Optimization exercise on an open flow, not production practice.
RTL: at most simulated, not proved equivalent.
Function not checked: runs 1 to 5.
Power: default activity.

## flow/standard.sh

```bash
#!/bin/bash
# synth_recipe.tcl (not shown) runs the flow's synth.tcl, then flattens the netlist and writes it again
# the make line also repeats each setting of config.mk as NAME=value (left out here)
make -C /OpenROAD-flow-scripts/flow DESIGN_CONFIG=/design/flow/config.mk WORK_HOME=/design/flow/orfs CLKGATE_MAP_FILE= SYNTH_SCRIPT=/design/flow/synth_recipe.tcl "${@:-finish}"
```

## flow/flow/run.sh

```bash
#!/bin/bash
# The standard layout (standard.sh, unchanged synthesis), with ORFS's
# repair_timing asked to leave more setup slack than the 15 ns clock needs,
# so that the achieved period shrinks. Gate cloning is off so that no
# register is ever copied. Every port still gets a buffer; buffer_ports is
# only told which buffer cell to use. make's output goes to standard.log
# here; each ORFS step also keeps its own log under orfs/logs/.
set -euo pipefail
cd "$(dirname "$0")/.."
export SETUP_SLACK_11=MARGIN
export SKIP_GATE_CLONING=1
export BUFFER_PORTS_ARGS="-buffer_cell sky130_fd_sc_hd__buf_4"
bash standard.sh > standard.log 2>&1
```

## flow/config.mk

```make
export PLATFORM = sky130hd
export DESIGN_NAME = lmfe_top
export DESIGN_NICKNAME = lmfe_top
export VERILOG_FILES = /design/flow/design.v
export SDC_FILE = /design/flow/constraint.sdc
export NUM_CORES = 8
export LEC_CHECK = 0
export ABC_CLOCK_PERIOD_IN_PS = 4000
export CAP_MARGIN = 20
export CELL_PAD_IN_SITES_DETAIL_PLACEMENT = 1
export CELL_PAD_IN_SITES_GLOBAL_PLACEMENT = 2
export CORE_MARGIN = 2
export CORE_UTILIZATION = 40
export CTS_BUF_LIST = sky130_fd_sc_hd__clkbuf_16
export CTS_CLUSTER_DIAMETER = 100
export CTS_CLUSTER_SIZE = 25
export PLACE_DENSITY = 0.55
export SLEW_MARGIN = 20
```

## flow/constraint.sdc

```tcl
create_clock -name core_clock -period 15.0 [get_ports {clk}]
set_input_delay 3.0000 -clock core_clock [delete_from_list [all_inputs] [get_ports {clk}]]
set_output_delay 3.0000 -clock core_clock [all_outputs]
set_load 0.01 [all_outputs]
```

## flow/design.v

```verilog
package lmfe_pkg;
    localparam int IMG_W      = 128;
    localparam int IMG_H      = 128;
    localparam int WIN        = 7;
    localparam int HALF       = 3;          
    localparam int MEDIAN_IDX = 24;         
    localparam int ROW_SLOTS  = 6;          
    localparam int PEND       = 8;          
    localparam int WR_AT      = PEND;       
    localparam int FIFO_DEPTH = 4;          
    localparam int NEL        = WIN * WIN;  
    localparam int LAG_NEED   = HALF * IMG_W + HALF + 1;
    localparam int LAG_WMAX   = HALF * IMG_W - HALF - 1;
    typedef logic [7:0] pixel_t;
    typedef logic [6:0] col_t;
    typedef logic [2:0] slot_t;
    typedef logic [9:0] lag_t;
endpackage
`timescale 1ns/1ps
module line_buffer (
    input  logic                clk,
    input  logic [5:0]          we,
    input  logic [7:0]          wpix,
    output logic [47:0]         rd           
);
    localparam int RB = lmfe_pkg::IMG_W * 8;
    localparam int WA = lmfe_pkg::WR_AT;
    for (genvar k = 0; k < lmfe_pkg::ROW_SLOTS; k++) begin : g_ring
        logic [RB-1:0] q;                    
        always_ff @(posedge clk) begin
            q <= {q[RB-9:8*WA], (we[k] ? wpix : q[8*WA-1 -: 8]), q[8*WA-9:0], q[RB-1:RB-8]};
        end
        assign rd[8*k +: 8] = q[7:0];
    end
endmodule
`timescale 1ns/1ps
module row_loader (
    input  logic                clk,
    input  logic                reset,
    input  logic                in_en,
    input  lmfe_pkg::pixel_t    Din,
    input  logic                emit,        
    output logic                busy,
    output logic [5:0]          we,
    output logic [7:0]          wpix,
    output lmfe_pkg::col_t      ph,
    output lmfe_pkg::col_t      rc,          
    output lmfe_pkg::lag_t      lag,         
    output logic [7:0]          prd          
);
    localparam int F  = lmfe_pkg::FIFO_DEPTH;
    localparam int AW = $clog2(F);
    localparam int P  = lmfe_pkg::PEND;
    localparam int PW = $clog2(P);
    logic [F*8-1:0] fifo;
    logic [AW-1:0]  rptr;
    logic [AW-1:0]  wptr;
    logic [AW:0]    cnt;
    logic [AW:0]    cnt_nxt;
    logic [P*8-1:0] pend;                    
    logic [PW:0]    pcnt;
    lmfe_pkg::col_t lcol;                    
    lmfe_pkg::col_t wcol;                    
    lmfe_pkg::col_t wc7;                     
    lmfe_pkg::lag_t lagw;                    
    logic           rebase;
    logic [2:0]     wring;                   
    logic           take;
    logic           idle;
    logic           ld;
    logic           wr;
    assign take = in_en && !busy;
    assign idle = (lag == '0);
    assign wr   = (pcnt != '0) && (rc == wc7) && (lagw <= lmfe_pkg::lag_t'(lmfe_pkg::LAG_WMAX));
    assign rebase = idle && (cnt != '0);
    assign ld   = (cnt != '0) && (idle || (ph == lcol)) && ((pcnt != (PW+1)'(P)) || wr);
    assign wpix = pend[8*wcol[PW-1:0] +: 8];
    assign cnt_nxt = cnt + {{AW{1'b0}}, take} - {{AW{1'b0}}, ld};
    for (genvar k = 0; k < lmfe_pkg::ROW_SLOTS; k++) begin : g_we
        assign we[k] = wr && (wring == 3'(k));
    end
    always_ff @(posedge clk) begin
        if (take) begin
            fifo[8*wptr +: 8] <= Din;
        end
        if (ld) begin
            pend[8*lcol[PW-1:0] +: 8] <= fifo[8*rptr +: 8];
        end
        prd <= ld ? fifo[8*rptr +: 8] : pend[8*ph[PW-1:0] +: 8];
    end
    always_ff @(posedge clk or posedge reset) begin
        if (reset) begin
            rptr  <= '0;
            wptr  <= '0;
            cnt   <= '0;
            busy  <= 1'b0;
            pcnt  <= '0;
            lcol  <= '0;
            wcol  <= '0;
            wc7   <= lmfe_pkg::col_t'(lmfe_pkg::WR_AT - 1);
            wring <= '0;
            ph    <= '0;
            rc    <= '1;
            lag   <= '0;
            lagw  <= '0;
        end else begin
            if (take) begin
                wptr <= wptr + 1'b1;
            end
            if (ld) begin
                rptr <= rptr + 1'b1;
                lcol <= lcol + 1'b1;
            end
            if (wr) begin
                wcol <= wcol + 1'b1;
                wc7  <= wc7 + 1'b1;
                if (wcol == lmfe_pkg::col_t'(lmfe_pkg::IMG_W - 1)) begin
                    wring <= (wring == 3'(lmfe_pkg::ROW_SLOTS - 1)) ? '0 : wring + 1'b1;
                end
            end
            cnt  <= cnt_nxt;
            busy <= ((cnt + (AW+1)'(take)) == (AW+1)'(F));
            pcnt <= pcnt + (PW+1)'(ld) - (PW+1)'(wr);
            ph   <= (rebase ? lcol : ph) + 1'b1;
            rc   <= rebase ? lcol : ph;
            case ({ld, emit})
                2'b10:   lag <= lag + 1'b1;
                2'b01:   lag <= lag - 1'b1;
                default: lag <= lag;
            endcase
            case ({wr, emit})
                2'b10:   lagw <= lagw + 1'b1;
                2'b01:   lagw <= lagw - 1'b1;
                default: lagw <= lagw;
            endcase
        end
    end
endmodule
`timescale 1ns/1ps
module window_scanner (
    input  logic                    clk,
    input  logic                    reset,
    input  lmfe_pkg::col_t          rc,
    input  lmfe_pkg::lag_t          lag,
    input  logic [47:0]             rd,
    input  logic [7:0]              prd,
    output logic [55:0]             col_pix,    
    output logic                    emit        
);
    lmfe_pkg::col_t  xp;                       
    lmfe_pkg::col_t  ecol;                     
    lmfe_pkg::col_t  row;                      
    lmfe_pkg::slot_t top;                      
    logic            tail;
    logic [6:0]      vis;                      
    logic [5:0]      on_adv;                   
    logic [5:0]      on_adv_q;
    logic            p_adv_q;
    logic [5:0]      ring_on;
    logic            p_on;                     
    lmfe_pkg::col_t  row_n;
    lmfe_pkg::slot_t top_n;
    logic            adv;                      
    assign tail = (xp > lmfe_pkg::col_t'(lmfe_pkg::IMG_W - lmfe_pkg::HALF - 1));
    assign emit = (rc == ecol)
               && (tail || (row > lmfe_pkg::col_t'(lmfe_pkg::IMG_H - lmfe_pkg::HALF - 1))
                   || (lag >= lmfe_pkg::lag_t'(lmfe_pkg::LAG_NEED)));
    assign adv  = emit && (xp == lmfe_pkg::col_t'(lmfe_pkg::IMG_W - lmfe_pkg::HALF - 1));
    assign row_n = row + 1'b1;
    assign top_n = (top == lmfe_pkg::slot_t'(lmfe_pkg::ROW_SLOTS - 1)) ? '0 : top + 1'b1;
    always_comb begin
        for (int j = 0; j < lmfe_pkg::WIN; j++) begin
            vis[j] = (int'(row_n) + j >= lmfe_pkg::HALF) && (int'(row_n) + j <= lmfe_pkg::IMG_H - 1 + lmfe_pkg::HALF);
        end
        for (int k = 0; k < lmfe_pkg::ROW_SLOTS; k++) begin
            on_adv[k] = 1'b0;
            for (int j = 0; j < lmfe_pkg::ROW_SLOTS; j++) begin
                if (((int'(top_n) + j) % lmfe_pkg::ROW_SLOTS) == k) begin
                    on_adv[k] = vis[j];
                end
            end
        end
    end
    for (genvar k = 0; k < lmfe_pkg::ROW_SLOTS; k++) begin : g_mask
        assign col_pix[8*k +: 8] = rd[8*k +: 8] & {8{ring_on[k]}};
    end
    assign col_pix[55:48] = prd & {8{p_on}};
    always_ff @(posedge clk) begin
        on_adv_q <= on_adv;
        p_adv_q  <= vis[6];
    end
    always_ff @(posedge clk or posedge reset) begin
        if (reset) begin
            xp      <= '0;
            ecol    <= lmfe_pkg::col_t'(lmfe_pkg::HALF);
            row     <= '0;
            top     <= lmfe_pkg::slot_t'(lmfe_pkg::ROW_SLOTS - lmfe_pkg::HALF);
            ring_on <= 6'b000111;              
            p_on    <= 1'b1;
        end else if (emit) begin
            xp   <= xp + 1'b1;
            ecol <= ecol + 1'b1;
            if (adv) begin
                row     <= row_n;
                top     <= top_n;
                ring_on <= on_adv_q;
                p_on    <= p_adv_q;
            end
        end
    end
endmodule
`timescale 1ns/1ps
module median_rank49 (
    input  logic                    clk,
    input  logic                    reset,
    input  logic [55:0]             col_pix,    
    input  logic                    emit,
    input  lmfe_pkg::col_t          rc,
    output lmfe_pkg::pixel_t        Dout,
    output logic                    out_valid
);
    localparam int W  = lmfe_pkg::WIN;
    localparam int NS = 8;
    localparam int NX = W + NS - 1;            
    localparam int CB = 8 * W;                 
    logic [CB-1:0] s0, s1, s2, s3, s4, s5, s6;
    logic [CB-1:0] s2_q, s4_q;
    logic          e1, e2;
    lmfe_pkg::col_t rc1, rc2;
    assign s0 = col_pix;
    cmp_swap i_cx0_06 (.a(s0[7:0]), .b(s0[55:48]), .lo(s1[7:0]), .hi(s1[55:48]));
    cmp_swap i_cx0_23 (.a(s0[23:16]), .b(s0[31:24]), .lo(s1[23:16]), .hi(s1[31:24]));
    cmp_swap i_cx0_45 (.a(s0[39:32]), .b(s0[47:40]), .lo(s1[39:32]), .hi(s1[47:40]));
    assign s1[15:8] = s0[15:8];
    cmp_swap i_cx1_02 (.a(s1[7:0]), .b(s1[23:16]), .lo(s2[7:0]), .hi(s2[23:16]));
    cmp_swap i_cx1_14 (.a(s1[15:8]), .b(s1[39:32]), .lo(s2[15:8]), .hi(s2[39:32]));
    cmp_swap i_cx1_36 (.a(s1[31:24]), .b(s1[55:48]), .lo(s2[31:24]), .hi(s2[55:48]));
    assign s2[47:40] = s1[47:40];
    cmp_swap i_cx2_01 (.a(s2_q[7:0]), .b(s2_q[15:8]), .lo(s3[7:0]), .hi(s3[15:8]));
    cmp_swap i_cx2_25 (.a(s2_q[23:16]), .b(s2_q[47:40]), .lo(s3[23:16]), .hi(s3[47:40]));
    cmp_swap i_cx2_34 (.a(s2_q[31:24]), .b(s2_q[39:32]), .lo(s3[31:24]), .hi(s3[39:32]));
    assign s3[55:48] = s2_q[55:48];
    cmp_swap i_cx3_12 (.a(s3[15:8]), .b(s3[23:16]), .lo(s4[15:8]), .hi(s4[23:16]));
    cmp_swap i_cx3_46 (.a(s3[39:32]), .b(s3[55:48]), .lo(s4[39:32]), .hi(s4[55:48]));
    assign s4[7:0] = s3[7:0];
    assign s4[31:24] = s3[31:24];
    assign s4[47:40] = s3[47:40];
    cmp_swap i_cx4_23 (.a(s4_q[23:16]), .b(s4_q[31:24]), .lo(s5[23:16]), .hi(s5[31:24]));
    cmp_swap i_cx4_45 (.a(s4_q[39:32]), .b(s4_q[47:40]), .lo(s5[39:32]), .hi(s5[47:40]));
    assign s5[7:0] = s4_q[7:0];
    assign s5[15:8] = s4_q[15:8];
    assign s5[55:48] = s4_q[55:48];
    cmp_swap i_cx5_12 (.a(s5[15:8]), .b(s5[23:16]), .lo(s6[15:8]), .hi(s6[23:16]));
    cmp_swap i_cx5_34 (.a(s5[31:24]), .b(s5[39:32]), .lo(s6[31:24]), .hi(s6[39:32]));
    cmp_swap i_cx5_56 (.a(s5[47:40]), .b(s5[55:48]), .lo(s6[47:40]), .hi(s6[55:48]));
    assign s6[7:0] = s5[7:0];
    logic [NX*CB-1:0]          x;              
    logic [W-1:0]              colv_q;
    logic                      v0;
    logic [NS*W*3-1:0]         lo_q, hi_q;     
    logic [NS*8-1:0]           m_q;
    logic [NS-1:0]             v_q;
    logic [NS*W*3-1:0]         lo_in, hi_in, g;
    logic [NS*8-1:0]           m_in;
    logic [NS-1:0]             v_in;
    logic [NS*W*7-1:0]         ge;
    logic [NS*9-1:0]           n;              
    logic [W-1:0]              pl;
    logic                      fs1, fs2, fc1, fc2, fc3;
    logic [NS-1:0]             m;
    logic [W-1:0]              colv;           
    localparam logic [511:0] M_OK = 512'h00000000000000000000000000000001000000000001071f00000001071f7fff0001071f7fffffff071f7fffffffffff7fffffffffffffffffffffffffffffff;
    always_comb begin
        for (int j = 0; j < W; j++) begin
            colv[j] = (rc2 >= lmfe_pkg::col_t'(lmfe_pkg::HALF)) ? (rc2 >= lmfe_pkg::col_t'(j))
                                                                 : (rc2 < lmfe_pkg::col_t'(j));
        end
        for (int k = 0; k < NS; k++) begin
            if (k == 0) begin
                for (int j = 0; j < W; j++) begin
                    lo_in[3*j +: 3] = colv_q[j] ? 3'd0 : 3'd7;
                    hi_in[3*j +: 3] = 3'd7;
                end
                m_in[7:0] = '0;
                v_in[0]   = v0;
            end else begin
                lo_in[3*W*k +: 3*W] = lo_q[3*W*(k-1) +: 3*W];
                hi_in[3*W*k +: 3*W] = hi_q[3*W*(k-1) +: 3*W];
                m_in[8*k +: 8]      = m_q[8*(k-1) +: 8];
                v_in[k]             = v_q[k-1];
            end
            for (int j = 0; j < W; j++) begin
                for (int p = 0; p < W; p++) begin
                    ge[W*(W*k+j) + p] = (3'(p) >= hi_in[3*(W*k+j) +: 3])
                                     || ((3'(p) >= lo_in[3*(W*k+j) +: 3]) && x[CB*(k+j) + 8*p + 7 - k]);
                end
                g[3*(W*k+j) + 2] = !ge[W*(W*k+j) + 3];
                g[3*(W*k+j) + 1] = (!ge[W*(W*k+j) + 1] && ge[W*(W*k+j) + 3]) || !ge[W*(W*k+j) + 5];
                g[3*(W*k+j) + 0] = (!ge[W*(W*k+j) + 0] && ge[W*(W*k+j) + 1])
                                || (!ge[W*(W*k+j) + 2] && ge[W*(W*k+j) + 3])
                                || (!ge[W*(W*k+j) + 4] && ge[W*(W*k+j) + 5])
                                || !ge[W*(W*k+j) + 6];
            end
            for (int b = 0; b < 3; b++) begin
                for (int j = 0; j < W; j++) pl[j] = g[3*(W*k+j) + b];
                fs1 = pl[0] ^ pl[1] ^ pl[2];
                fc1 = (pl[0] & pl[1]) | (pl[0] & pl[2]) | (pl[1] & pl[2]);
                fs2 = pl[3] ^ pl[4] ^ pl[5];
                fc2 = (pl[3] & pl[4]) | (pl[3] & pl[5]) | (pl[4] & pl[5]);
                n[9*k + 3*b + 0] = fs1 ^ fs2 ^ pl[6];
                fc3 = (fs1 & fs2) | (fs1 & pl[6]) | (fs2 & pl[6]);
                n[9*k + 3*b + 1] = fc1 ^ fc2 ^ fc3;
                n[9*k + 3*b + 2] = (fc1 & fc2) | (fc1 & fc3) | (fc2 & fc3);
            end
            m[k] = M_OK[n[9*k +: 9]];
        end
    end
    always_ff @(posedge clk) begin
        s2_q <= s2;
        s4_q <= s4;
        rc1  <= rc;
        rc2  <= rc1;
        colv_q <= colv;
        x    <= {x[(NX-1)*CB-1:0], s6};
        for (int k = 0; k < NS; k++) begin
            lo_q[3*W*k +: 3*W] <= m[k] ? g[3*W*k +: 3*W] : lo_in[3*W*k +: 3*W];
            hi_q[3*W*k +: 3*W] <= m[k] ? hi_in[3*W*k +: 3*W] : g[3*W*k +: 3*W];
            m_q[8*k +: 8]      <= m_in[8*k +: 8] | (8'(m[k]) << (7 - k));
        end
        Dout <= m_in[8*(NS-1) +: 8] | 8'(m[NS-1]);
    end
    always_ff @(posedge clk or posedge reset) begin
        if (reset) begin
            e1        <= 1'b0;
            e2        <= 1'b0;
            v0        <= 1'b0;
            v_q       <= '0;
            out_valid <= 1'b0;
        end else begin
            e1        <= emit;
            e2        <= e1;
            v0        <= e2;
            v_q       <= v_in;
            out_valid <= v_in[NS-1];
        end
    end
endmodule
module cmp_swap (
    input  logic [7:0] a,
    input  logic [7:0] b,
    output logic [7:0] lo,
    output logic [7:0] hi
);
    logic [7:0] g1, e1;
    logic [3:0] g2, e2;
    logic [1:0] g3, e3;
    logic       sw;
    always_comb begin
        for (int i = 0; i < 8; i++) begin
            g1[i] = a[i] & ~b[i];
            e1[i] = ~(a[i] ^ b[i]);
        end
        for (int i = 0; i < 4; i++) begin
            g2[i] = g1[2*i+1] | (e1[2*i+1] & g1[2*i]);
            e2[i] = e1[2*i+1] & e1[2*i];
        end
        for (int i = 0; i < 2; i++) begin
            g3[i] = g2[2*i+1] | (e2[2*i+1] & g2[2*i]);
            e3[i] = e2[2*i+1] & e2[2*i];
        end
        sw = g3[1] | (e3[1] & g3[0]);
    end
    assign lo = sw ? b : a;
    assign hi = sw ? a : b;
endmodule
`timescale 1ns/1ps
module lmfe_top (
    input  logic             clk,
    input  logic             reset,
    input  logic             in_en,
    input  lmfe_pkg::pixel_t Din,
    output logic             busy,
    output logic             out_valid,
    output lmfe_pkg::pixel_t Dout
);
    logic [5:0]                we;
    logic [7:0]                wpix;
    lmfe_pkg::col_t            ph;
    lmfe_pkg::lag_t            lag;
    logic [47:0]               rd;
    logic [7:0]                prd;
    logic [55:0]               col_pix;
    logic                      emit;
    lmfe_pkg::col_t            rc;
    row_loader i_loader (
        .clk   (clk),
        .reset (reset),
        .in_en (in_en),
        .Din   (Din),
        .emit  (emit),
        .busy  (busy),
        .we    (we),
        .wpix  (wpix),
        .ph    (ph),
        .rc    (rc),
        .lag   (lag),
        .prd   (prd)
    );
    line_buffer i_lbuf (
        .clk  (clk),
        .we   (we),
        .wpix (wpix),
        .rd   (rd)
    );
    window_scanner i_scan (
        .clk     (clk),
        .reset   (reset),
        .rc      (rc),
        .lag     (lag),
        .rd      (rd),
        .prd     (prd),
        .col_pix (col_pix),
        .emit    (emit)
    );
    median_rank49 i_rank (
        .clk       (clk),
        .reset     (reset),
        .col_pix   (col_pix),
        .emit      (emit),
        .rc        (rc),
        .Dout      (Dout),
        .out_valid (out_valid)
    );
endmodule
```

==> results of run 1 <==
## flip-flops by register name, summed over array words and instances, names as in the netlist, 8 cells and up
signal and cells:
i_rank.m_q 28, i_lbuf.g_ring.q 6144, i_rank.x 588, i_rank.hi_q 147, i_loader.lag 10, i_rank.s4_q 56
i_rank.s2_q 56, i_loader.pend 64, i_rank.Dout 8, i_loader.lagw 10, i_loader.prd 8, i_loader.fifo 32
i_rank.lo_q 147
## worst reg2reg max path: stages (launching register included)
cell and delay, ns:
dfxtp_1 0.47, inv_1 0.12, a21oi_1 0.37, a31oi_1 0.11, nand2_1 0.11, o21ai_0 0.11
nand2_1 0.09, o2111ai_1 0.30, fa_1 0.64, fa_1 0.47, fa_1 0.49, or4_1 0.51
or3_1 0.34, maj3_2 0.31, a2111o_1 0.28, a32o_2 0.22, buf_4 0.34, mux2_4 0.40
## layout make-up
type,count,area [sq um]
flip-flops and latches,7418,150000
clock inverters,64,785
diodes,16,40.0
inverters,421,1580
well taps,5904,7390
fillers,42800,248000
clock buffers,349,8730
multi-input cells,3434,25000
repair buffers,42,335
## per-stage QoR
stage / util (%) / power [W]
after floorplan: - / 0.0223
after global placement: 41.7 / 0.0231
after detailed placement: 41.8 / 0.0232
after CTS: 43.9 / 0.0334
after global routing: 43.9 / 0.0343
final: 43.9 / 0.0327
## final timing paths
kind,startpoint,endpoint,slack (ns)
max,i_rank.lo_q[65]$_DFF_P_,i_rank.hi_q[88]$_DFF_P_,9.22
min,i_lbuf.g_ring[4].q[400]$_DFF_P_,i_lbuf.g_ring[4].q[408]$_DFF_P_,0.26
max reg2reg,i_rank.lo_q[65]$_DFF_P_,i_rank.hi_q[88]$_DFF_P_,9.22
min reg2reg,i_lbuf.g_ring[4].q[400]$_DFF_P_,i_lbuf.g_ring[4].q[408]$_DFF_P_,0.26
max in group asynchronous,reset,i_loader.ph[6]$_DFF_PP0_,11.33
min in group asynchronous,reset,i_loader.wptr[1]$_DFFE_PP0P_,2.19
## where the power goes
part           switching (W)  internal (W)
combinational       0.000982      0.000619
clock                0.00576       0.00429
sequential          0.000536        0.0205
total                0.00728        0.0254
## placed cells by master (no fill, tap or decap), drive strengths merged, types with 94 or more instances in the layout
cell type,count
a21oi,324
a31oi,104
clkbuf,349
dfrtp,94
dfxtp,7210
edfxtp,96
fa,99
ha,186
inv,453
mux2,290
mux2i,131
nand2,581
nand3,102
nor2,303
o21ai,354
## per-layer routing
layer,part of all wire [%],wire [microns],vias to the layer above
li1,-,-,37600
met3,2.7,7860,468
met1,50,144000,37700
met5,0,0,-
met2,44,127000,739
met4,2.7,7880,0
## logic make-up (layout without fill, tap and decap cells)
logic type      Yosys count  in the layout
buf+inv                 578            876
compound gates         1257           1257
other cells               1             17
flops                  7418           7418
mux                     461            461
xor+xnor                101            101
fa+ha+maj               290            290
simple gates           1324           1324
==> flow_summary_export.csv, run 1 <==
group,metric,value,unit
synthesis,synth_cell_type_count,99,
synthesis,post_synth_mux_area_share,3.13,%
final_layout,final_net_count,12000,
flow_run,maxCapViolCount,0,
synthesis,synth_nets,11700,
global_routing,grt_util_met2,20.3,%
setup_path,cp_top_family,"adder cells",
clock_tree,cts-root-to-sink-buffers,4,
synthesis,synth-edff-count,96,
floorplan,floorplan.initialDensity,40.1,%
sta,worst_slew_margin,27.9,%
sta,layout_worst_path_cycle_share,38.6,%
synthesis,synth_flop_cell,"dfxtp_1",
sta,fin_ws,9.22,ns
worst_hold_path,hold_path_class,"register to register",
routing,wirelength_per_cell,16.2,microns
floorplan,overall_die_width,670,microns
setup_path,crit_top_cell,"fa_1",
final_layout,area_growth_syn_to_layout,9.45,%
synthesis,synth.ff_latch_count,7418,
synthesis,ys_seq_area_share,84.7,%
clock_tree,ctsRootBufferMaster,"clkbuf_16",
floorplan,fp-row-count,244,
sta,fin_tns_setup,0,ns
final_layout,final_design_area_no_fill,194000,sq um
routing,drc_markers,0,
global_routing,first_global_vias,81100,
clock_tree,clock_tree_from_tritoncts,"done",
status,status,"timing/DRC/antenna clean",
synthesis,synthXorXnorAreaFrac,0.511,%
clock_tree,cts_hold_buffers,0,
placement,io_buffer_count,20,
setup_path,critPathSlowestCell,"fa_1",
synthesis,yosysWarningCount,5,
placement,dp_hpwl,189000,microns
global_routing,overflow,0,
placement,dp_worst_setup_slack,9.23,ns
setup_path,critPathMaxStageDelay,0.64,ns
synthesis,synth_fa_ha_area_share,2.46,%
synthesis,postSynthAreaPerCell,15.5,sq um
synthesis,synth.most_common_cell,"dfxtp_1",
sta,report.final.slew_viol_count,0,
synthesis,largest_family_of_logic_cells_by_synthesized_area,"compound AO/OA/AOI/OAI gates",
setup_path,timing_worst_setup_path_type,"register to register",
global_routing,grt_util_met1,18.1,%
global_routing,grt_start_max_net_pins,74,
synthesis,yosys.area_share.simple,3.41,%
global_routing,grt-busiest-layer,"met2",
floorplan,die_height,670,microns
sta,finalSetupViolCount,0,
clock_tree,cts_max_level,5,
floorplan,design.die.area,448000,sq um
sta,max_clock_freq,0.173,GHz
final_layout,number_of_standard_cells_in_the_layout_taps_in_and_fillers_out,17600,
placement,detailed_place.area,184000,sq um
routing,antenna_violating_nets_post_route,0,
sta,max_slew.worst_pin.slew,1.08,ns
clock_tree,cts_setup_buffers,0,
synthesis,yosysTopAreaCellShare,81.5,%
clock_tree,clk_transition_reported_paths,0.09,ns
sta,rsz0062_at_grt,"no",
sta,timing.final.hold_violations,0,
setup_path,worstPathArrival,6.58,ns
synthesis,post_synthesis_cell_count,11400,
synthesis,leading_cell_types_by_total_area_after_synthesis,"dfxtp_1 (81%), mux2_2 (1.7%), edfxtp_1 (1.6%), dfrtp_1 (1.3%), ha_1 (1.3%)",
final_layout,drive_gt1_share,7.09,%
routing,wirelength_routed,287000,microns
synthesis,synth_async_sr_flop_share,1.51,%
floorplan,ios,21,
routing,vias,76500,
setup_path,worst-endpoint-required,15.80,ns
global_routing,global_route.usage.total,12.7,%
synthesis,synth.cell_area,177000,sq um
clock_tree,clk_latency,0.98,ns
routing,via_per_inst,4.33,
placement,post-place-cells,17200,
global_routing,antenna_found_initial,21,
setup_path,cp-end-kind,"register",
floorplan,core_region_area,441000,sq um
pwr,leakagePower,76.6,nW
setup_path,cp.depth,17,
setup_path,timing.critical_path.fanout_max,53,
pwr,pwrdens,169,nW/um^2
setup_path,crit_chain,"inv_1 > a21oi_1 > a31oi_1 > nand2_1 > o21ai_0 > nand2_1 > o2111ai_1 > fa_1 > fa_1 > fa_1 > or4_1 > or3_1 > maj3_2 > a2111o_1 > a32o_2 > buf_4 > mux2_4",
synthesis,netlist.top_cell.by_area,"dfxtp_1",
setup_path,cell_count_of_the_worst_reg_to_reg_path,17,
synthesis,synth-compound-area-share,4.53,%
sta,clock_skew,0.118,ns
sta,worst_hold_slack,0.261,ns
clock_tree,post_cts.resized_instances,0,
global_routing,first_pass_grt_wire_length,458000,microns
synthesis,ys_top_cells_by_count,"dfxtp_1 (7210), nand2_1 (580), inv_1 (418)",
routing,first_iter_violations,3453,
global_routing,grtUsageMet3,1.60,%
setup_path,critPathLaunchType,"register",
worst_hold_path,instance_count_along_the_most_critical_hold_path,0,
clock_tree,cts_made_buffers,344,
setup_path,timing.critical_path.buf_inv,2,
placement,finalWeightedCongestion,0.777,
clock_tree,clock-sinks,7418,
pwr,worst_ir_drop_vdd,0.0000950,V
routing,detail_route.first_pass.iterations,5,
sta,final.min_clock_period,5.78,ns
==> run 2, diff against run 1 <==
--- a/flow/flow/run.sh
+++ b/flow/flow/run.sh
@@ -7,7 +7,7 @@
 # here; each ORFS step also keeps its own log under orfs/logs/.
 set -euo pipefail
 cd "$(dirname "$0")/.."
-export SETUP_SLACK_11=MARGIN
+export SETUP_SLACK_MARGIN=10.5
 export SKIP_GATE_CLONING=1
 export BUFFER_PORTS_ARGS="-buffer_cell sky130_fd_sc_hd__buf_4"
 bash standard.sh > standard.log 2>&1
==> flow_summary_export.csv, run 2 <==
group,metric,value,unit
pwr,fin_total_pwr,0.0328,W
sta,rsz0062_at_grt,"yes",
setup_path,critPathMaxStageDelay,0.57,ns
routing,detail_route.first_pass.iterations,7,
setup_path,crit_top_cell,"buf_12",
worst_hold_path,instance_count_along_the_most_critical_hold_path,0,
setup_path,timing.critical_path.buf_inv,7,
placement,dp_hpwl,189000,microns
clock_tree,ctsRootBufferMaster,"clkbuf_16",
placement,finalWeightedCongestion,0.790,
synthesis,synth_flop_cell,"dfxtp_1",
setup_path,cp_top_family,"adder cells",
synthesis,netlist.top_cell.by_area,"dfxtp_1",
clock_tree,cts_max_level,5,
synthesis,synth_cell_type_count,99,
synthesis,yosysTopAreaCellShare,81.5,%
sta,timing.final.hold_violations,0,
pwr,sequentialPowerShare,64.2,%
pwr,p_clk_share,30.6,%
synthesis,synth.ff_latch_count,7418,
routing,via_per_inst,4.33,
clock_tree,clk_transition_reported_paths,0.10,ns
global_routing,antenna_found_initial,17,
pwr,pwrdens,166,nW/um^2
synthesis,ys_top_cells_by_count,"dfxtp_1 (7210), nand2_1 (580), inv_1 (418)",
final_layout,final_net_count,12100,
setup_path,crit_chain,"nand2b_4 > and2_4 > a31oi_4 > a31oi_1 > a21o_1 > a21oi_2 > inv_2 > fa_1 > inv_2 > fa_2 > fa_2 > buf_6 > a21oi_2 > nor2_1 > o32a_1 > or4_4 > a31oi_4 > buf_12 > buf_12 > buf_12 > buf_8 > mux2_4",
final_layout,layout_commonest_cell,"dfxtp_1",
flow_run,maxCapViolCount,0,
worst_hold_path,hold_path_class,"register to register",
synthesis,synth.cell_area,177000,sq um
setup_path,cell_count_of_the_worst_reg_to_reg_path,22,
clock_tree,clk_latency,0.97,ns
setup_path,critPathLaunchType,"register",
setup_path,slack_of_the_worst_reg_to_reg_path,10.08,ns
synthesis,synth_async_sr_flop_share,1.51,%
floorplan,floorplan.initialDensity,40.1,%
floorplan,ios,21,
sta,max_clock_freq,0.203,GHz
routing,vias,77200,
clock_tree,cts_made_buffers,342,
clock_tree,cts-root-to-sink-buffers,4,
pwr,cellInternalPower,0.0255,W
pwr,sw_share,22.3,%
floorplan,die_height,670,microns
sta,layout_worst_path_cycle_share,32.8,%
final_layout,fillCellCount,42600,
sta,final.min_clock_period,4.92,ns
global_routing,grt_start_max_net_pins,69,
synthesis,synth_nets,11700,
status,status,"timing/DRC/antenna clean",
final_layout,regMostFlops,"i_lbuf.g_ring.q",
sta,max_slew.worst_pin.slew,1.10,ns
routing,wirelength_routed,294000,microns
clock_tree,clock_tree_from_tritoncts,"done",
setup_path,timing.critical_path.fanout_max,5,
floorplan,fp-row-count,244,
synthesis,synth-edff-count,96,
final_layout,sequential_cell_area,150000,sq um
sta,report.final.slew_viol_count,0,
floorplan,design.die.area,448000,sq um
clock_tree,clock-sinks,7418,
synthesis,postSynthAreaPerCell,15.5,sq um
pwr,share_comb_of_total_power,5.2,%
setup_path,worstPathArrival,5.74,ns
setup_path,worst-endpoint-required,15.82,ns
pwr,leakagePower,78.3,nW
routing,drc_markers,0,
global_routing,global_route.usage.total,12.9,%
synthesis,yosysWarningCount,5,
sta,clock_skew,0.0747,ns
sta,finalSetupViolCount,0,
final_layout,drive_gt1_share,12.2,%
setup_path,cp.depth,22,
setup_path,critPathSlowestCell,"fa_1",
global_routing,first_global_vias,82000,
final_layout,multi_input_comb_area,26800,sq um
final_layout,largest_reg_flops,6144,
sta,worst_slew_margin,26.4,%
global_routing,first_pass_grt_wire_length,465000,microns
final_layout,most_used_cells_in_the_layout_excluding_fill_and_tap_cells,"dfxtp_1 (7094), nand2_1 (557), inv_1 (407)",
routing,antenna_violating_nets_post_route,0,
routing,first_iter_violations,3222,
pwr,total_switching_power,0.00734,W
sta,fin_tns_setup,0,ns
synthesis,leading_cell_types_by_total_area_after_synthesis,"dfxtp_1 (81%), mux2_2 (1.7%), edfxtp_1 (1.6%), dfrtp_1 (1.3%), ha_1 (1.3%)",
setup_path,cp-end-kind,"register",
floorplan,core_region_area,441000,sq um
pwr,worst_ir_drop_vdd,0.000126,V
synthesis,ys_seq_area_share,84.7,%
routing,wirelength_per_cell,16.5,microns
floorplan,overall_die_width,670,microns
synthesis,synth.most_common_cell,"dfxtp_1",
final_layout,area_growth_syn_to_layout,11.9,%
placement,io_buffer_count,20,
synthesis,post_synthesis_cell_count,11400,
setup_path,timing_worst_setup_path_type,"register to register",
global_routing,overflow,0,
final_layout,reg.largest.list,"i_lbuf.g_ring.q: 6144 flops, i_rank.x: 588 flops",
==> run 2: power by group through the flow <==
stage / registers (W) / logic [W] / clock network, W
floorplan: 0.0213 / 0.00110 / 0
global placement: 0.0215 / 0.00161 / 0
detailed placement: 0.0215 / 0.00165 / 0
CTS: 0.0211 / 0.00169 / 0.0106
global route: 0.0212 / 0.00189 / 0.0113
finish: 0.0211 / 0.00169 / 0.0101
==> run 2: area by class of cell <==
| class | instances | share of cell area (%) |
|---|---|---|
| sequential | 7418 | 75.8 |
| multi-input combinational | 3434 | 13.5 |
| clock buffer | 347 | 4.38 |
| tap | 5904 | 3.73 |
| timing repair buffer | 229 | 1.29 |
| inverter | 421 | 0.812 |
| clock inverter | 64 | 0.413 |
| antenna | 10 | 0.0126 |
==> run 2: cells by family (layout without fill, tap and decap cells) <==
group / count (synthesis) / after routing / synth area share, %
mux: 461 / 461 / 3.13
xor+xnor: 101 / 101 / 0.511
flops: 7418 / 7418 / 84.7
other cells: 1 / 11 / 0.00212
simple gates: 1324 / 1324 / 3.41
buf+inv: 578 / 1061 / 1.27
compound gates: 1257 / 1257 / 4.53
fa+ha+maj: 290 / 290 / 2.46
==> run 2: worst reg2reg max path, delay by kind of cell, from the launching register on <==
family / cells / cell delay (ns)
DFF: 1 / 0.37
AOI/OAI and AO/OA: 7 / 1.18
and+or+nand+nor: 4 / 0.82
buffers and inverters: 7 / 0.74
muxes: 1 / 0.30
adders and majority gates: 3 / 1.41
==> run 2: worst paths after layout <==
check,from,end
hold / removal,i_lbuf.g_ring[2].q[429]$_DFF_P_,i_lbuf.g_ring[2].q[437]$_DFF_P_
min in group asynchronous,reset,i_scan.top[2]$_DFFE_PP0P_
setup reg to reg,i_rank.lo_q[95]$_DFF_P_,i_rank.hi_q[109]$_DFF_P_
max in group asynchronous,reset,i_scan.ring_on[3]$_DFFE_PP0P_
hold reg to reg,i_lbuf.g_ring[2].q[429]$_DFF_P_,i_lbuf.g_ring[2].q[437]$_DFF_P_
setup / recovery,i_rank.lo_q[95]$_DFF_P_,i_rank.hi_q[109]$_DFF_P_
==> run 2: timing repair <==
| action | CTS | global route |
|---|---|---|
| hold buffers | 0 | 0 |
| resized for setup | 351 | 448 |
| buffers inserted | 89 | 99 |
| setup endpoints to repair | 393 | 356 |
| pin swaps | 64 | 131 |
==> run 2: metrics by stage <==
stage	instance area (sq um)	setup WS, ns	util, %	cells	hold WS, ns
final	198000	10.08	44.9	17800	0.287
after global routing	198000	9.90	44.9	17800	0.276
after detailed placement	184000	9.35	41.8	17200	0.313
after global placement	184000	9.44	41.8	17200	0.309
after floorplan	177000	10.27	-	11400	0.310
after CTS	196000	10.12	44.4	17700	0.280
==> run 2: per-layer routing <==
layer	share of wire, %	wire, microns	vias up	GRT usage [%]
met5	0.0044	13	-	0
met4	2.6	7690	2	3.60
met3	2.9	8580	493	1.73
met2	44	128000	747	20.4
met1	51	149000	38000	18.6
li1	-	-	38000	-
==> run 3, diff against run 2 <==
--- a/flow/flow/run.sh
+++ b/flow/flow/run.sh
@@ -7,7 +7,7 @@
 # here; each ORFS step also keeps its own log under orfs/logs/.
 set -euo pipefail
 cd "$(dirname "$0")/.."
-export SETUP_SLACK_MARGIN=10.5
+export SETUP_SLACK_MARGIN=11
 export SKIP_GATE_CLONING=1
 export BUFFER_PORTS_ARGS="-buffer_cell sky130_fd_sc_hd__buf_4"
 bash standard.sh > standard.log 2>&1
==> flow_summary_export.csv, run 3 <==
group,metric,value,unit
floorplan,core_region_area,441000,sq um
synthesis,yosysWarningCount,5,
clock_tree,clk_transition_reported_paths,0.09,ns
global_routing,global_route.usage.total,13.2,%
final_layout,most_used_cells_in_the_layout_excluding_fill_and_tap_cells,"dfxtp_1 (7064), nand2_1 (537), inv_1 (400)",
synthesis,synth.ff_latch_count,7418,
setup_path,worstPathArrival,5.72,ns
setup_path,worst_setup_path_start,"i_rank.hi_q[64]$_DFF_P_",
sta,worst_slew_margin,29.9,%
clock_tree,cts-root-to-sink-buffers,4,
routing,wirelength_routed,303000,microns
clock_tree,clock_tree_from_tritoncts,"done",
synthesis,postSynthAreaPerCell,15.5,sq um
synthesis,synth_flop_cell,"dfxtp_1",
global_routing,overflow,0,
status,status,"timing/DRC/antenna clean",
global_routing,first_global_vias,83000,
synthesis,synth-edff-count,96,
clock_tree,cts_max_level,5,
final_layout,sequential_cell_area,150000,sq um
setup_path,cp_top_family,"adder cells",
sta,final.min_clock_period,4.90,ns
pwr,worst_ir_drop_vdd,0.000105,V
clock_tree,cts_hold_buffers,0,
final_layout,fillCellCount,42400,
clock_tree,cts_made_buffers,343,
clock_tree,clock-sinks,7418,
synthesis,leading_cell_types_by_total_area_after_synthesis,"dfxtp_1 (81%), mux2_2 (1.7%), edfxtp_1 (1.6%), dfrtp_1 (1.3%), ha_1 (1.3%)",
placement,finalWeightedCongestion,0.775,
setup_path,reg_to_reg_critical_path_startpoint,"i_rank.hi_q[64]$_DFF_P_",
global_routing,grt_start_max_net_pins,68,
synthesis,synth_cell_type_count,99,
global_routing,first_pass_grt_wire_length,475000,microns
setup_path,critPathSlowestCell,"or4_4",
floorplan,fp-row-count,244,
worst_hold_path,worst_hold_startpoint,"i_lbuf.g_ring[1].q[964]$_DFF_P_",
setup_path,critPathLaunchType,"register",
placement,io_buffer_count,20,
worst_hold_path,hold_path_class,"register to register",
synthesis,ys_seq_area_share,84.7,%
floorplan,overall_die_width,670,microns
synthesis,post_synthesis_cell_count,11400,
sta,timing.final.hold_violations,0,
sta,rsz0062_at_grt,"yes",
routing,first_iter_violations,3148,
final_layout,final_net_count,12300,
floorplan,floorplan.initialDensity,40.1,%
final_layout,largest_reg_flops,6144,
sta,layout_worst_path_cycle_share,32.7,%
routing,wirelength_per_cell,16.8,microns
final_layout,layout_commonest_cell,"dfxtp_1",
final_layout,reg.largest.list,"i_lbuf.g_ring.q: 6144 flops, i_rank.x: 588 flops",
synthesis,yosysTopAreaCellShare,81.5,%
routing,drc_markers,0,
clock_tree,ctsRootBufferMaster,"clkbuf_16",
setup_path,crit_chain,"inv_2 > maj3_2 > a21oi_2 > o21ai_1 > nand2_1 > o2111ai_4 > fa_2 > fa_2 > fa_2 > or4_4 > or3_4 > maj3_2 > a2111o_1 > a32o_2 > buf_12 > buf_16 > mux2_4",
synthesis,synth_async_sr_flop_share,1.51,%
routing,via_per_inst,4.36,
sta,finalSetupViolCount,0,
sta,clock_skew,0.0572,ns
setup_path,timing.critical_path.buf_inv,3,
placement,dp_hpwl,191000,microns
setup_path,critPathMaxStageDelay,0.52,ns
flow_run,maxCapViolCount,0,
pwr,leakagePower,79.7,nW
setup_path,timing.critical_path.fanout_max,14,
synthesis,synth.most_common_cell,"dfxtp_1",
sta,max_clock_freq,0.204,GHz
synthesis,netlist.top_cell.by_area,"dfxtp_1",
floorplan,design.die.area,448000,sq um
floorplan,die_height,670,microns
sta,report.final.slew_viol_count,0,
final_layout,drive_gt1_share,15.3,%
sta,max_slew.worst_pin.slew,1.05,ns
routing,detail_route.first_pass.iterations,4,
pwr,fin_total_pwr,0.0329,W
final_layout,multi_input_comb_area,28000,sq um
synthesis,synth.cell_area,177000,sq um
synthesis,ys_top_cells_by_count,"dfxtp_1 (7210), nand2_1 (580), inv_1 (418)",
sta,fin_tns_setup,0,ns
setup_path,timing_worst_setup_path_type,"register to register",
clock_tree,clk_latency,0.95,ns
pwr,pwrdens,163,nW/um^2
setup_path,worst-endpoint-required,15.82,ns
floorplan,ios,21,
final_layout,regMostFlops,"i_lbuf.g_ring.q",
routing,antenna_violating_nets_post_route,0,
synthesis,synth_nets,11700,
routing,vias,78500,
final_layout,area_growth_syn_to_layout,13.8,%
global_routing,antenna_found_initial,24,
setup_path,crit_top_cell,"fa_2",
setup_path,cp-end-kind,"register",
## run 3: worst paths after layout
path,end,slack [ns],cells after the start
max,i_rank.hi_q[102]$_DFF_P_,10.10,17
min,i_lbuf.g_ring[1].q[972]$_DFF_P_,0.29,0
max reg2reg,i_rank.hi_q[102]$_DFF_P_,10.10,17
min reg2reg,i_lbuf.g_ring[1].q[972]$_DFF_P_,0.29,0
max in group asynchronous,i_scan.row[1]$_DFFE_PP0P_,11.34,4
min in group asynchronous,i_rank.v_q[3]$_DFF_PP0_,2.10,2
## run 3: kinds of logic after synthesis
kind of cell    Yosys count  share of synthesized area (%)
flops                  7418                           84.7
compound gates         1257                           4.53
mux                     461                           3.13
fa+ha+maj               290                           2.46
xor+xnor                101                          0.511
simple gates           1324                           3.41
buf+inv                 578                           1.27
other cells               1                        0.00212
## run 3: metrics by stage
step	instances	hold WS (ns)	util, %	area, sq um	worst slack (ns)
floorplan	11400	0.310	-	178000	10.27
global placement	17200	0.310	41.9	185000	9.61
detailed placement	17200	0.313	41.9	185000	9.55
CTS	17900	0.265	45.0	199000	10.08
global route	18000	0.267	45.7	202000	9.96
finish	18000	0.290	45.7	202000	10.10
## run 3: report_power, final
group | total [W] | leakage [nW] | switching [W] | internal (W)
Combinational | 0.00171 | 14.5 | 0.00101 | 0.000702
Clock | 0.0101 | 4.69 | 0.00576 | 0.00431
Sequential | 0.0211 | 60.5 | 0.000555 | 0.0206
Total | 0.0329 | 79.7 | 0.00732 | 0.0256
## run 3: metal layers
metal / share of wire [%] / up-vias / global-route usage (%)
met5: 0 / - / 0
met4: 3.1 / 0 / 4.05
met3: 2.8 / 522 / 1.60
met2: 44 / 799 / 21.0
met1: 50 / 38900 / 18.9
li1: - / 38300 / -
## run 3: layout make-up
type,instances,share of cell area [%]
antenna,12,0.0149
clock buffer,350,4.35
clock inverter,68,0.362
inverter,421,0.801
multi-input combinational,3434,13.9
sequential,7418,74.6
tap,5904,3.67
timing repair buffer,410,2.30
## run 3: timing repair
action | 4_1_cts | 5_1_grt
buffers inserted | 219 | 153
gates resized for setup | 566 | 481
pin swaps | 150 | 192
setup endpoints to repair | 477 | 487
==> run 4, diff against run 3 <==
--- a/flow/flow/run.sh
+++ b/flow/flow/run.sh
@@ -7,7 +7,7 @@
 # here; each ORFS step also keeps its own log under orfs/logs/.
 set -euo pipefail
 cd "$(dirname "$0")/.."
-export SETUP_SLACK_MARGIN=11
+export SETUP_SLACK_MARGIN=10.5
 export SKIP_GATE_CLONING=1
 export BUFFER_PORTS_ARGS="-buffer_cell sky130_fd_sc_hd__buf_4"
 bash standard.sh > standard.log 2>&1
--- a/flow/config.mk
+++ b/flow/config.mk
@@ -11,8 +11,8 @@
 export CELL_PAD_IN_SITES_GLOBAL_PLACEMENT = 2
 export CORE_MARGIN = 2
 export CORE_UTILIZATION = 40
-export CTS_BUF_LIST = sky130_fd_sc_hd__clkbuf_16
-export CTS_CLUSTER_DIAMETER = 100
-export CTS_CLUSTER_SIZE = 25
+export CTS_BUF_LIST = sky130_fd_sc_hd__clkbuf_8
+export CTS_CLUSTER_DIAMETER = 60
+export CTS_CLUSTER_SIZE = 16
 export PLACE_DENSITY = 0.55
 export SLEW_MARGIN = 20
==> flow_summary_export.csv, run 4 <==
group,metric,value,unit
placement,post-place-cells,17200,
final_layout,fillCellCount,42800,
final_layout,layout_commonest_cell,"dfxtp_1",
routing,antenna_violating_nets_post_route,0,
floorplan,overall_die_width,670,microns
sta,finalSetupViolCount,0,
clock_tree,cts_made_buffers,581,
final_layout,final_core_utilization,45.1,%
setup_path,cp-end-kind,"register",
placement,dp_hpwl,189000,microns
global_routing,grt_start_max_net_pins,69,
clock_tree,clock_tree_from_tritoncts,"done",
sta,fin_ws,10.03,ns
clock_tree,cts_max_level,6,
clock_tree,cts_hold_buffers,0,
setup_path,crit_top_cell,"fa_2",
synthesis,synth_cell_type_count,99,
synthesis,synth_flop_cell,"dfxtp_1",
clock_tree,clk_latency,1.18,ns
sta,fin_tns_setup,0,ns
global_routing,overflow,0,
clock_tree,clock-sinks,7418,
sta,worst_hold_slack,0.292,ns
clock_tree,cts-root-to-sink-buffers,4,
synthesis,synth.cell_area,177000,sq um
synthesis,post_synthesis_cell_count,11400,
synthesis,yosysWarningCount,5,
final_layout,largest_reg_flops,6144,
sta,layout_worst_path_cycle_share,33.1,%
sta,timing.final.hold_violations,0,
synthesis,synth-edff-count,96,
floorplan,core_region_area,441000,sq um
synthesis,synth.ff_latch_count,7418,
setup_path,timing_worst_setup_path_type,"register to register",
routing,drc_markers,0,
final_layout,area_growth_syn_to_layout,12.5,%
routing,via_per_inst,4.32,
clock_tree,ctsRootBufferMaster,"clkbuf_8",
final_layout,number_of_standard_cells_in_the_layout_taps_in_and_fillers_out,18200,
synthesis,synth.most_common_cell,"dfxtp_1",
status,status,"timing/DRC/antenna clean",
pwr,pwrdens,165,nW/um^2
floorplan,design.die.area,448000,sq um
sta,clock_skew,0.0674,ns
final_layout,sequential_cell_area,150000,sq um
synthesis,postSynthAreaPerCell,15.5,sq um
routing,wirelength_per_cell,16.4,microns
sta,rsz0062_at_grt,"yes",
final_layout,reg.largest.list,"i_lbuf.g_ring.q: 6144 flops, i_rank.x: 588 flops",
floorplan,die_height,670,microns
sta,max_clock_freq,0.201,GHz
placement,io_buffer_count,20,
synthesis,synth_async_sr_flop_share,1.51,%
synthesis,leading_cell_types_by_total_area_after_synthesis,"dfxtp_1 (81%), mux2_2 (1.7%), edfxtp_1 (1.6%), dfrtp_1 (1.3%), ha_1 (1.3%)",
global_routing,first_pass_grt_wire_length,471000,microns
setup_path,critPathSlowestCell,"fa_2",
floorplan,fp-row-count,244,
sta,worst_slew_margin,26.1,%
final_layout,most_used_cells_in_the_layout_excluding_fill_and_tap_cells,"dfxtp_1 (7082), clkbuf_8 (603), nand2_1 (554)",
synthesis,ys_seq_area_share,84.7,%
placement,dp_worst_setup_slack,9.35,ns
flow_run,maxCapViolCount,0,
setup_path,critPathLaunchType,"register",
synthesis,yosysTopAreaCellShare,81.5,%
pwr,worst_ir_drop_vdd,0.000125,V
setup_path,worstPathArrival,6.02,ns
final_layout,regMostFlops,"i_lbuf.g_ring.q",
clock_tree,clk_transition_reported_paths,0.09,ns
routing,first_iter_violations,3090,
sta,report.final.slew_viol_count,0,
routing,detail_route.first_pass.iterations,5,
global_routing,global_route.usage.total,13.1,%
synthesis,ys_top_cells_by_count,"dfxtp_1 (7210), nand2_1 (580), inv_1 (418)",
sta,final.min_clock_period,4.97,ns
setup_path,critPathMaxStageDelay,0.52,ns
sta,max_slew.worst_pin.slew,1.11,ns
floorplan,floorplan.initialDensity,40.1,%
pwr,leakagePower,79.0,nW
global_routing,first_global_vias,84300,
synthesis,synth_nets,11700,
routing,wirelength_routed,299000,microns
final_layout,drive_gt1_share,15.3,%
final_layout,multi_input_comb_area,26900,sq um
setup_path,worst-endpoint-required,16.05,ns
setup_path,timing.critical_path.fanout_max,14,
routing,vias,78800,
synthesis,netlist.top_cell.by_area,"dfxtp_1",
floorplan,ios,21,
worst_hold_path,hold_path_class,"register to register",
placement,finalWeightedCongestion,0.790,
setup_path,crit_chain,"maj3_2 > a21oi_2 > o21ai_1 > nand2_1 > o2111ai_4 > fa_2 > fa_2 > fa_2 > or4_4 > or3_1 > maj3_2 > a2111o_1 > a32o_2 > buf_12 > buf_16 > mux2_4",
global_routing,antenna_found_initial,32,
final_layout,final_net_count,12400,
-- run 4: final timing paths --
| kind | slack (ns) | end | cells past startpoint | from |
|---|---|---|---|---|
| max reg2reg | 10.03 | i_rank.lo_q[97]$_DFF_P_ | 16 | i_rank.lo_q[64]$_DFF_P_ |
| min | 0.29 | i_lbuf.g_ring[2].q[461]$_DFF_P_ | 0 | i_lbuf.g_ring[2].q[453]$_DFF_P_ |
| max | 10.03 | i_rank.lo_q[97]$_DFF_P_ | 16 | i_rank.lo_q[64]$_DFF_P_ |
| min reg2reg | 0.29 | i_lbuf.g_ring[2].q[461]$_DFF_P_ | 0 | i_lbuf.g_ring[2].q[453]$_DFF_P_ |
| max in group asynchronous | 11.52 | i_scan.ring_on[3]$_DFFE_PP0P_ | 4 | reset |
| min in group asynchronous | 2.08 | i_scan.row[4]$_DFFE_PP0P_ | 3 | reset |
-- run 4: final cells by class --
class	instances	area share (%)
Antenna cell	9	0.0113
Clock inverter	164	0.845
Multi-Input combinational cell	3434	13.5
Clock buffer	603	4.16
Sequential cell	7418	75.5
Timing Repair Buffer	268	1.49
Inverter	421	0.817
Tap cell	5904	3.71
-- run 4: where the power goes --
group          leakage, nW  internal, W  switching (W)
logic                 13.4     0.000677        0.00103
registers             60.5       0.0206       0.000539
clock network         5.19      0.00391        0.00609
total                 79.0       0.0251        0.00766
-- run 4: worst max-delay path: cells and delay by family (launching register included) --
family,cells,cell delay [ns]
buffers and inverters,2,0.34
multiplexers,1,0.30
flip-flops,1,0.38
adder cells (fa/ha/maj),5,1.87
AND/OR/NAND/NOR,3,0.99
AO/OA/AOI/OAI,5,0.99
-- run 4: logic make-up (layout without fill, tap and decap cells) --
kind of cell               count (synthesis)  in the layout  synth area share [%]
xor gates and xnor gates                 101            101                 0.511
and+or+nand+nor                         1324           1324                  3.41
other                                      1             10               0.00212
DFF                                     7418           7418                  84.7
buffers and inverters                    578           1456                  1.27
AOI/OAI and AO/OA                       1257           1257                  4.53
muxes                                    461            461                  3.13
adders and majority gates                290            290                  2.46
-- run 4: per-layer routing --
metal / GRT usage (%) / share of wire [%]
met1: 18.6 / 50
met2: 20.2 / 43
met3: 2.46 / 4.1
met4: 4.32 / 3.0
met5: 0 / 0.016
-- run 4: metrics by stage --
stage               area (sq um)  power (W)
floorplan                 177000     0.0224
global placement          184000     0.0231
detailed placement        184000     0.0232
CTS                       196000     0.0334
global route              199000     0.0346
finish                    199000     0.0328
-- run 4: timing repair --
action,CTS,global route
gates resized for setup,324,545
setup buffers,79,148
gates cloned,0,0
endpoints found under the setup margin,394,377
pin swaps,58,167
==> run 5, diff against run 4 <==
==> flow/config.mk (replaced) <==
export PLATFORM = sky130hd
export DESIGN_NAME = lmfe_top
export DESIGN_NICKNAME = lmfe_top
export VERILOG_FILES = /design/flow/design.v
export SDC_FILE = /design/flow/constraint.sdc
export NUM_CORES = 8
export LEC_CHECK = 0
export ABC_CLOCK_PERIOD_IN_PS = 4000
export CAP_MARGIN = 20
export CELL_PAD_IN_SITES_DETAIL_PLACEMENT = 0
export CELL_PAD_IN_SITES_GLOBAL_PLACEMENT = 1
export CORE_MARGIN = 2
export CORE_UTILIZATION = 55
export CTS_BUF_LIST = sky130_fd_sc_hd__clkbuf_16
export CTS_CLUSTER_DIAMETER = 100
export CTS_CLUSTER_SIZE = 25
export PLACE_DENSITY = 0.68
export SLEW_MARGIN = 20
==> flow_summary_export.csv, run 5 <==
group,metric,value,unit
synthesis,synth_async_sr_flop_share,1.51,%
setup_path,crit_top_cell,"fa_2",
routing,drc_markers,0,
placement,io_buffer_count,20,
setup_path,timing.critical_path.buf_inv,3,
final_layout,final_net_count,12100,
sta,finalSetupViolCount,0,
pwr,worst_ir_drop_vdd,0.000139,V
global_routing,grt_util_met2,24.0,%
routing,antenna_violating_nets_post_route,0,
final_layout,largest_reg_flops,6144,
floorplan,overall_die_width,572,microns
synthesis,synth_nets,11700,
setup_path,worst-endpoint-required,15.82,ns
synthesis,synth_cell_type_count,99,
routing,wirelength_per_cell,16.1,microns
sta,fin_tns_setup,0,ns
setup_path,cell_count_of_the_worst_reg_to_reg_path,17,
routing,via_per_inst,4.70,
pwr,pwrdens,166,nW/um^2
sta,report.final.slew_viol_count,0,
final_layout,drive_gt1_share,11.3,%
sta,clock_skew,0.0667,ns
pwr,fin_total_pwr,0.0324,W
placement,dp_hpwl,163000,microns
synthesis,yosysTopAreaCellShare,81.5,%
setup_path,critPathLaunchType,"register",
floorplan,core_region_area,321000,sq um
worst_hold_path,min_to,"i_lbuf.g_ring[0].q[147]$_DFF_P_",
global_routing,global_route.usage.total,15.6,%
setup_path,timing.critical_path.fanout_max,14,
final_layout,final_core_utilization,60.8,%
final_layout,multi_input_comb_area,26500,sq um
synthesis,leading_cell_types_by_total_area_after_synthesis,"dfxtp_1 (81%), mux2_2 (1.7%), edfxtp_1 (1.6%), dfrtp_1 (1.3%), ha_1 (1.3%)",
global_routing,first_pass_grt_wire_length,410000,microns
floorplan,floorplan.initialDensity,55.2,%
placement,post-place-cells,15600,
routing,wirelength_routed,261000,microns
status,status,"timing/DRC/antenna clean",
worst_hold_path,hold_path_class,"register to register",
global_routing,first_global_vias,75400,
final_layout,sequential_cell_area,150000,sq um
synthesis,post_synthesis_cell_count,11400,
sta,layout_worst_path_cycle_share,32.6,%
synthesis,yosysWarningCount,5,
clock_tree,clk_latency,0.95,ns
routing,first_iter_violations,4159,
sta,worst_slew_margin,26.6,%
setup_path,cp-end-kind,"register",
synthesis,postSynthAreaPerCell,15.5,sq um
setup_path,cp_top_family,"adder cells",
setup_path,crit_chain,"inv_2 > maj3_2 > a21oi_2 > o21ai_1 > nand2_1 > o2111ai_4 > fa_2 > fa_2 > fa_2 > or4_4 > or3_1 > maj3_2 > a2111o_1 > a32o_2 > buf_12 > buf_12 > mux2_4",
floorplan,fp-row-count,208,
final_layout,fillCellCount,23800,
setup_path,critPathSlowestCell,"fa_2",
setup_path,reg_to_reg_critical_path_startpoint,"i_rank.hi_q[64]$_DFF_P_",
sta,rsz0062_at_grt,"yes",
clock_tree,clk_transition_reported_paths,0.10,ns
sta,max_clock_freq,0.204,GHz
global_routing,antenna_found_initial,17,
setup_path,timing_worst_setup_path_type,"register to register",
global_routing,grt-busiest-layer,"met2",
final_layout,layout_commonest_cell,"dfxtp_1",
final_layout,area_growth_syn_to_layout,10.1,%
final_layout,most_used_cells_in_the_layout_excluding_fill_and_tap_cells,"dfxtp_1 (7104), nand2_1 (564), inv_1 (413)",
pwr,leakagePower,77.9,nW
final_layout,number_of_standard_cells_in_the_layout_taps_in_and_fillers_out,16200,
sta,max_slew.worst_pin.slew,1.10,ns
global_routing,grtUsageMet3,1.99,%
sta,final.min_clock_period,4.89,ns
global_routing,grt_util_met1,23.2,%
setup_path,slack_of_the_worst_reg_to_reg_path,10.11,ns
placement,finalWeightedCongestion,0.835,
final_layout,reg.largest.list,"i_lbuf.g_ring.q: 6144 flops, i_rank.x: 588 flops",
routing,detail_route.first_pass.iterations,7,
synthesis,synth_flop_cell,"dfxtp_1",
floorplan,ios,21,
setup_path,critPathMaxStageDelay,0.52,ns
clock_tree,cts_hold_buffers,0,
routing,vias,76100,
synthesis,synth.most_common_cell,"dfxtp_1",
clock_tree,ctsRootBufferMaster,"clkbuf_16",
setup_path,endpoint_of_the_lowest_slack_register_to_register_path,"i_rank.hi_q[90]$_DFF_P_",
clock_tree,clock-sinks,7418,
floorplan,die_height,572,microns
global_routing,grt_start_max_net_pins,74,
clock_tree,cts_max_level,5,
clock_tree,clock_tree_from_tritoncts,"done",
synthesis,ys_top_cells_by_count,"dfxtp_1 (7210), nand2_1 (580), inv_1 (418)",
final_layout,regMostFlops,"i_lbuf.g_ring.q",
worst_hold_path,instance_count_along_the_most_critical_hold_path,0,
sta,timing.final.hold_violations,0,
synthesis,netlist.top_cell.by_area,"dfxtp_1",
global_routing,overflow,0,
synthesis,ys_seq_area_share,84.7,%
synthesis,synth.ff_latch_count,7418,
flow_run,maxCapViolCount,0,
clock_tree,cts_made_buffers,336,
clock_tree,cts-root-to-sink-buffers,4,
setup_path,worstPathArrival,5.71,ns
worst_hold_path,worst_hold_startpoint,"i_lbuf.g_ring[0].q[139]$_DFF_P_",
synthesis,synth.cell_area,177000,sq um
floorplan,design.die.area,327000,sq um
synthesis,synth-edff-count,96,
==> run 5: logic make-up after synthesis <==
group / share of synthesized area [%]
DFF: 84.7
AOI/OAI and AO/OA: 4.53
adders and majority gates: 2.46
xor gates and xnor gates: 0.511
muxes: 3.13
other: 0.00212
buffers and inverters: 1.27
and+or+nand+nor: 3.41
==> run 5: power breakdown <==
| part | switching [W] | total (W) | leakage [nW] | internal [W] |
|---|---|---|---|---|
| Clock | 0.00557 | 0.00971 | 4.52 | 0.00414 |
| Combinational | 0.000920 | 0.00159 | 12.9 | 0.000667 |
| Sequential | 0.000517 | 0.0211 | 60.5 | 0.0206 |
==> run 5: final cells by class <==
cell class | instances | area share [%]
sequential | 7418 | 77.0
multi-input combinational | 3434 | 13.6
clock buffer | 341 | 4.37
tap | 4305 | 2.76
timing repair buffer | 202 | 1.15
inverter | 421 | 0.824
clock inverter | 51 | 0.267
antenna | 13 | 0.0167
==> run 5: how the worst max path moves through the flow <==
stage	start	slack [ns]	depth (start not counted)	endpoint
floorplan	i_rank.hi_q[64]$_DFF_P_	10.27	18	i_rank.hi_q[84]$_DFF_P_
global placement	i_rank.lo_q[22]$_DFF_P_	9.51	14	i_rank.lo_q[42]$_DFF_P_
detailed placement	i_rank.lo_q[23]$_DFF_P_	9.53	13	i_rank.hi_q[43]$_DFF_P_
CTS	i_rank.lo_q[77]$_DFF_P_	10.17	18	i_rank.hi_q[100]$_DFF_P_
global route	i_rank.lo_q[92]$_DFF_P_	9.95	24	i_rank.lo_q[109]$_DFF_P_
finish	i_rank.hi_q[64]$_DFF_P_	10.11	17	i_rank.hi_q[90]$_DFF_P_
==> run 5: through the flow <==
| stage | hold WS [ns] | setup slack [ns] | area [sq um] |
|---|---|---|---|
| 2_1_floorplan | 0.310 | 10.27 | 177000 |
| 3_3_place_gp | 0.310 | 9.51 | 182000 |
| 3_5_place_dp | 0.312 | 9.53 | 182000 |
| 4_1_cts | 0.266 | 10.17 | 193000 |
| 5_1_grt | 0.265 | 9.95 | 195000 |
| 6_report | 0.286 | 10.11 | 195000 |
==> run 5: what timing repair did <==
item | 4_1_cts | 5_1_grt
endpoints found under the setup margin | 370 | 376
pin swaps | 64 | 117
resized for setup | 285 | 387
buffers inserted | 80 | 83
==> run 5: layer usage <==
metal | wire length [microns] | vias up
met3 | 9250 | 456
li1 | - | 37900
met4 | 6900 | 0
met5 | 0 | -
met1 | 133000 | 36600
met2 | 112000 | 1194
==> run 6, diff against run 5 <==
--- a/flow/design.v
+++ b/flow/design.v
@@ -49,9 +49,9 @@
     output logic [7:0]          prd          
 );
     localparam int F  = lmfe_pkg::FIFO_DEPTH;
-    localparam int AW = $clog2(F);
+    localparam int AW = 2;                   
     localparam int P  = lmfe_pkg::PEND;
-    localparam int PW = $clog2(P);
+    localparam int PW = 3;                   
     logic [F*8-1:0] fifo;
     logic [AW-1:0]  rptr;
     logic [AW-1:0]  wptr;
==> flow_summary_export.csv, run 6 <==
group,metric,value,unit
status,status,"timing/DRC/antenna clean",
setup_path,timing_worst_setup_path_type,"register to register",
synthesis,synth.cell_area,177000,sq um
sta,final.min_clock_period,4.89,ns
global_routing,overflow,0,
floorplan,core_region_area,321000,sq um
sta,max_clock_freq,0.204,GHz
synthesis,synth.ff_latch_count,7418,
clock_tree,clk_transition_reported_paths,0.10,ns
sta,finalSetupViolCount,0,
final_layout,most_used_cells_in_the_layout_excluding_fill_and_tap_cells,"dfxtp_1 (7104), nand2_1 (564), inv_1 (413)",
clock_tree,clock_tree_from_tritoncts,"done",
synthesis,leading_cell_types_by_total_area_after_synthesis,"dfxtp_1 (81%), mux2_2 (1.7%), edfxtp_1 (1.6%), dfrtp_1 (1.3%), ha_1 (1.3%)",
placement,finalWeightedCongestion,0.835,
setup_path,timing.critical_path.fanout_max,14,
pwr,leakagePower,77.9,nW
setup_path,worstPathArrival,5.71,ns
setup_path,cp-end-kind,"register",
synthesis,synth_flop_cell,"dfxtp_1",
sta,rsz0062_at_grt,"yes",
routing,wirelength_routed,261000,microns
placement,io_buffer_count,20,
synthesis,ys_seq_area_share,84.7,%
pwr,p_clk_share,30.0,%
final_layout,drive_gt1_share,11.3,%
sta,max_slew.worst_pin.slew,1.10,ns
pwr,cellInternalPower,0.0254,W
floorplan,fp-row-count,208,
sta,clock_skew,0.0667,ns
routing,wl_met2,112000,microns
final_layout,final_net_count,12100,
floorplan,ios,21,
floorplan,die_height,572,microns
synthesis,synth_nets,11700,
setup_path,worst-endpoint-required,15.82,ns
placement,dp_hpwl,163000,microns
synthesis,synth-compound-area-share,4.53,%
synthesis,synth.most_common_cell,"dfxtp_1",
synthesis,synth_fa_ha_area_share,2.46,%
floorplan,design.die.area,327000,sq um
worst_hold_path,hold_path_class,"register to register",
routing,wl_met1,133000,microns
final_layout,number_of_standard_cells_in_the_layout_taps_in_and_fillers_out,16200,
synthesis,yosysTopAreaCellShare,81.5,%
clock_tree,cts-root-to-sink-buffers,4,
placement,post-place-cells,15600,
synthesis,post_synthesis_cell_count,11400,
global_routing,grt_start_max_net_pins,74,
synthesis,yosysWarningCount,5,
synthesis,synth_async_sr_flop_share,1.51,%
final_layout,regMostFlops,"i_lbuf.g_ring.q",
pwr,sw_share,21.6,%
synthesis,netlist.top_cell.by_area,"dfxtp_1",
pwr,worst_ir_drop_vdd,0.000139,V
sta,timing.final.hold_violations,0,
global_routing,antenna_found_initial,17,
clock_tree,cts_made_buffers,336,
clock_tree,cts_hold_buffers,0,
sta,layout_worst_path_cycle_share,32.6,%
clock_tree,clock-sinks,7418,
global_routing,first_global_vias,75400,
floorplan,floorplan.initialDensity,55.2,%
routing,first_iter_violations,4159,
global_routing,global_route.usage.total,15.6,%
routing,detail_route.first_pass.iterations,7,
global_routing,first_pass_grt_wire_length,410000,microns
final_layout,area_growth_syn_to_layout,10.1,%
floorplan,overall_die_width,572,microns
synthesis,synthXorXnorAreaFrac,0.511,%
sta,fin_tns_setup,0,ns
synthesis,postSynthAreaPerCell,15.5,sq um
## run 6: routing by layer
metal	GRT usage, %	up-vias
li1	-	37900
met3	1.99	456
met1	23.2	36600
met2	24.0	1194
met5	0	-
met4	4.69	0
## run 6: stage by stage
step	total power, W	cell area, sq um	worst slack (ns)	hold WS (ns)
after floorplan	0.0224	177000	10.27	0.310
after global placement	0.0230	182000	9.51	0.310
after detailed placement	0.0230	182000	9.53	0.312
after CTS	0.0327	193000	10.17	0.266
after global routing	0.0337	195000	9.95	0.265
final	0.0324	195000	10.11	0.286
## run 6: final timing paths
path | from | to | slack (ns) | depth (start not counted)
max | i_rank.hi_q[64]$_DFF_P_ | i_rank.hi_q[90]$_DFF_P_ | 10.11 | 17
max reg2reg | i_rank.hi_q[64]$_DFF_P_ | i_rank.hi_q[90]$_DFF_P_ | 10.11 | 17
min in group asynchronous | reset | i_scan.row[4]$_DFFE_PP0P_ | 2.26 | 3
min reg2reg | i_lbuf.g_ring[0].q[139]$_DFF_P_ | i_lbuf.g_ring[0].q[147]$_DFF_P_ | 0.29 | 0
max in group asynchronous | reset | i_scan.p_on$_DFFE_PP1P_ | 11.55 | 5
min | i_lbuf.g_ring[0].q[139]$_DFF_P_ | i_lbuf.g_ring[0].q[147]$_DFF_P_ | 0.29 | 0
## run 6: cells by family (layout without fill, tap and decap cells)
kind of cell / count (synthesis) / after routing
AOI/OAI and AO/OA: 1257 / 1257
xor gates and xnor gates: 101 / 101
adders and majority gates: 290 / 290
buffers and inverters: 578 / 1015
DFF: 7418 / 7418
muxes: 461 / 461
other: 1 / 14
and+or+nand+nor: 1324 / 1324
## run 6: timing repair
item / CTS / global route
pin swaps: 64 / 117
setup buffers: 80 / 83
gates resized for setup: 285 / 387
endpoints found under the setup margin: 370 / 376
## run 6: power groups by stage
stage / Clock [W] / Sequential [W] / Combinational (W)
final: 0.00971 / 0.0211 / 0.00159
after global routing: 0.0108 / 0.0212 / 0.00176
after CTS: 0.0101 / 0.0211 / 0.00156
after detailed placement: 0 / 0.0215 / 0.00152
after global placement: 0 / 0.0215 / 0.00149
after floorplan: 0 / 0.0213 / 0.00110
## run 6: cell type report
type / instances / area [sq um]
clock inverter: 51 / 520
tap: 4305 / 5390
multi-input combinational: 3434 / 26500
antenna: 13 / 32.5
inverter: 421 / 1610
timing repair buffer: 202 / 2250
fill: 23800 / 126000
sequential: 7418 / 150000
clock buffer: 341 / 8530
## run 6: critical path, stage by stage, from the launching register on
cell       delay [ns]
dfxtp_4          0.36
inv_2            0.03
maj3_2           0.29
a21oi_2          0.14
o21ai_1          0.07
nand2_1          0.10
o2111ai_4        0.14
fa_2             0.52
fa_2             0.40
fa_2             0.35
or4_4            0.52
or3_1            0.33
maj3_2           0.31
a2111o_1         0.35
a32o_2           0.26
buf_12           0.15
buf_12           0.16
mux2_4           0.30
Testbench counts of run 6, summed over its fixed seeds: cycles 99,501, frames 6.
